This design comes from an exercise in tuning for small area on the open sky130 flow, not from production work. In this exercise RTL edits were held to simulation tests only and were not proved equivalent to the original. Power is estimated from default activity; no workload was simulated.

## v10
## dualPortMem
module dualPortMem (
  input  logic                          WEb,
  input  logic                          rstN,
  input  logic                          pselA,
  input  logic                          penableA,
  input  logic                          pwriteA,
  input  logic [dpMemPkg::addrBits-1:0] paddrA,
  input  logic [dpMemPkg::dataBits-1:0] pwdataA,
  output logic [dpMemPkg::dataBits-1:0] prdataA,
  output logic                          preadyA,
  output logic                          pslverrA,
  input  logic                          pselB,
  input  logic                          penableB,
  input  logic                          pwriteB,
  input  logic [dpMemPkg::addrBits-1:0] paddrB,
  input  logic [dpMemPkg::dataBits-1:0] pwdataB,
  output logic [dpMemPkg::dataBits-1:0] prdataB,
  output logic                          preadyB,
  output logic                          pslverrB,
  output logic [dpMemPkg::cntBits-1:0]  collisionCount
);
Size: roughly 310 flip-flops, ~92 I/O pins, ~12,000 um2 of cells after synthesis.
clock: 5.0 ns
lec_check: 0
cap_margin: 20
core_margin: 2
core_utilization: 40
gpl_timing_driven: 0
place_density: 0.9
setup_slack_margin: 0.2
slew_margin: 20
standard.sh (not shown) runs the stock make flow with config.mk's settings and CLKGATE_MAP_FILE= SYNTH_SCRIPT=/design/flow/synth_recipe.tcl, a recipe that flattens the netlist after the stock synthesis.
==> flow/flow/run.sh <==
#!/bin/bash
# Own layout flow: the standard ORFS flow (standard.sh) with
#  - synthesis: the standard flow's synthesis script, with abc's combinational mapping script set to an
#    area-oriented one (flow/area.abc); flip-flops are mapped by dfflibmap before abc, unchanged
#  - port buffers: every input and output still gets a buffer, of the smallest size
#  - clock tree: larger sink clusters and no dummy loads
# The make output goes to flow_make.log here; each ORFS step keeps its own log in orfs/logs/.
set -euo pipefail
cd "$(dirname "$0")/.."
FLOWDIR=$PWD/flow
export OWN_ABC=$FLOWDIR/area.abc
bash standard.sh \
  "SYNTH_SCRIPT=$FLOWDIR/synth.tcl" \
  "BUFFER_PORTS_ARGS=-buffer_cell sky130_fd_sc_hd__buf_1" \
  "CTS_ARGS=-sink_clustering_enable -repair_clock_nets -dont_use_dummy_load -sink_clustering_size 30 -sink_clustering_max_diameter 100" \
  finish > flow_make.log 2>&1
==> flow/flow/area.abc <==
strash
dc2
dch -f
amap
topo
==> flow/flow/synth.tcl <==
# The standard synthesis script, with only the combinational mapping script of abc swapped
# for an area-oriented one; the flip-flops are mapped before abc runs and are left as they are
set ::own_abc_script $::env(OWN_ABC)
proc abc {args} {
  set i [lsearch -exact $args -script]
  if { $i >= 0 } {
    lset args [expr { $i + 1 }] $::own_abc_script
  }
  yosys abc {*}$args
}
proc synth {args} { yosys synth -nofsm -noshare {*}$args }
source $::env(SCRIPTS_DIR)/synth.tcl
# left out here: clear keep_hierarchy, flatten, clean up, hide names made inside functions, write 1_2_yosys.v
For v28, these inputs were changed with respect to v10:
-- flow/design.v --
<<< v10, line 13
  input  logic                             pwrite,
  input  logic [dpMemPkg::addrBits-1:0]    paddr,
  output logic                             rdSetupNow,   
  output logic                             rdAccessNow,  
>>> v28, line 13
  input  logic                             pwrite,
  input  logic [dpMemPkg::addrBits-1:0]    paddr,
  output logic                             setupSeen,    
  output logic                             rdSetupNow,   
  output logic                             rdAccessNow,  
<<< v10, line 23
);
  logic                          inAccess;
  assign inAccess   = psel && penable && !rdWait;
  assign addrStable = (paddr == setupAddr);
  assign wrAccess   = inAccess && pwrite;
>>> v28, line 24
);
  logic                          inAccess;
  assign inAccess   = psel && penable && setupSeen;
  assign addrStable = (paddr == setupAddr);
  assign wrAccess   = inAccess && pwrite;
<<< v10, line 42
  always_ff @(posedge WEb)
  begin
    setupAddr <= paddr;
    rdBad     <= !addrStable;
>>> v28, line 43
  always_ff @(posedge WEb)
  begin
    setupSeen <= psel && !penable;
    setupAddr <= paddr;
    rdBad     <= !addrStable;
<<< v10, line 97
  logic                          useCapA;
  logic                          useCapB;
  logic                          capOfA;
  logic                          counterFull;
  assign sameAddr   = (setupAddrA == setupAddrB);
>>> v28, line 99
  logic                          useCapA;
  logic                          useCapB;
  logic                          counterFull;
  assign sameAddr   = (setupAddrA == setupAddrB);
<<< v10, line 155
    end
  end
  assign useCapA = capOfA;
  assign useCapB = !capOfA;
  assign liveA = rdWaitA && !useCapA;
  assign liveB = rdWaitB && !useCapB;
>>> v28, line 156
    end
  end
  assign liveA = rdWaitA && !useCapA;
  assign liveB = rdWaitB && !useCapB;
<<< v10, line 179
    capData   <= bothAccess ? pwdataB : rdWord;
    capPoison <= rdPoison;
    capOfA    <= selA;
    selA      <= selANext;
  end
>>> v28, line 178
    capData   <= bothAccess ? pwdataB : rdWord;
    capPoison <= rdPoison;
    useCapA   <= capForA;
    useCapB   <= capForB;
    selA      <= selANext;
  end
<<< v10, line 221
  output logic [dpMemPkg::cntBits-1:0]  collisionCount
);
  logic wrNowA, wrAccessA, addrStableA, rdWaitA, rdBadA, rdErrA;
  logic wrNowB, wrAccessB, addrStableB, rdWaitB, rdBadB, rdErrB;
  logic collision;
  logic rdSetupNowA, rdAccessNowA, rdSetupNowB, rdAccessNowB;
>>> v28, line 221
  output logic [dpMemPkg::cntBits-1:0]  collisionCount
);
  logic setupSeenA, wrNowA, wrAccessA, addrStableA, rdWaitA, rdBadA, rdErrA;
  logic setupSeenB, wrNowB, wrAccessB, addrStableB, rdWaitB, rdBadB, rdErrB;
  logic collision;
  logic rdSetupNowA, rdAccessNowA, rdSetupNowB, rdAccessNowB;
<<< v10, line 233
    .pwrite     (pwriteA),
    .paddr      (paddrA),
    .rdSetupNow (rdSetupNowA),
    .rdAccessNow(rdAccessNowA),
>>> v28, line 233
    .pwrite     (pwriteA),
    .paddr      (paddrA),
    .setupSeen  (setupSeenA),
    .rdSetupNow (rdSetupNowA),
    .rdAccessNow(rdAccessNowA),
<<< v10, line 249
    .pwrite     (pwriteB),
    .paddr      (paddrB),
    .rdSetupNow (rdSetupNowB),
    .rdAccessNow(rdAccessNowB),
>>> v28, line 250
    .pwrite     (pwriteB),
    .paddr      (paddrB),
    .setupSeen  (setupSeenB),
    .rdSetupNow (rdSetupNowB),
    .rdAccessNow(rdAccessNowB),
## What came out
As of v28, initial DRC count had fallen by a few percent compared to v10. The estimated power of v28 ends up lower than the estimate for v10. Comparing v10 and v28, flip-flop and latch count is higher on v28. Summary — synthesized area, v28 relative to v10: higher, by about 0.8%. When v28 is set beside v10, its critical path depth turns out to be 2 smaller. The lower combinational group power of v10 and v28 is in v28. Compared with v10, in v28 total routed wirelength fell 3.5%; cell count fell 7. v10 reports its capturing instance or port of the critical path as prdataA[11] while v28 reports prdataB[2]. Re total die area: v10 and v28 aren't equal, and the lower value belongs to v10. The share of the core filled with cells in the final layout number comes out higher for v10 vs v28. v28: number of multi-input logic gates is 2.4% lower than what v10 reported. Looking at proportion of cell area occupied by multi-input gates, v28 sits 0.42 points above v10. Max global routing usage on met1 across v10 and v28: v10.

-- re-timing with driven ports --
No port has a modelled driver above. Below, the same layouts with a new extraction and two added sets of constraints.
Step 1 assumes that a clkbuf_16 drives the clock port and a buf_2 every other input.
Step 2 also shifts input and output timing later by t, the mid clock arrival at the registers, as if the neighbouring blocks saw the same clock.
Three values: no drivers, after step 1, after step 2; two values: the first two.
run | t, ns | slack for setup (ns) | worst register clock-pin slew, ns | worst slew at a driven data input, ns
v10 | 0.526 | 0.235 / 0.191 / -0.133 | 0.12 / 0.12 | 0.06
v28 | 0.526 | 0.280 / 0.229 / 0.026 | 0.11 / 0.11 | 0.06
With both steps, setup timing fails in v10, where it was met with ideal ports. For v10, which loses most, drivers alone change the setup slack by -0.044 ns; drivers and shift together by -0.368 ns.
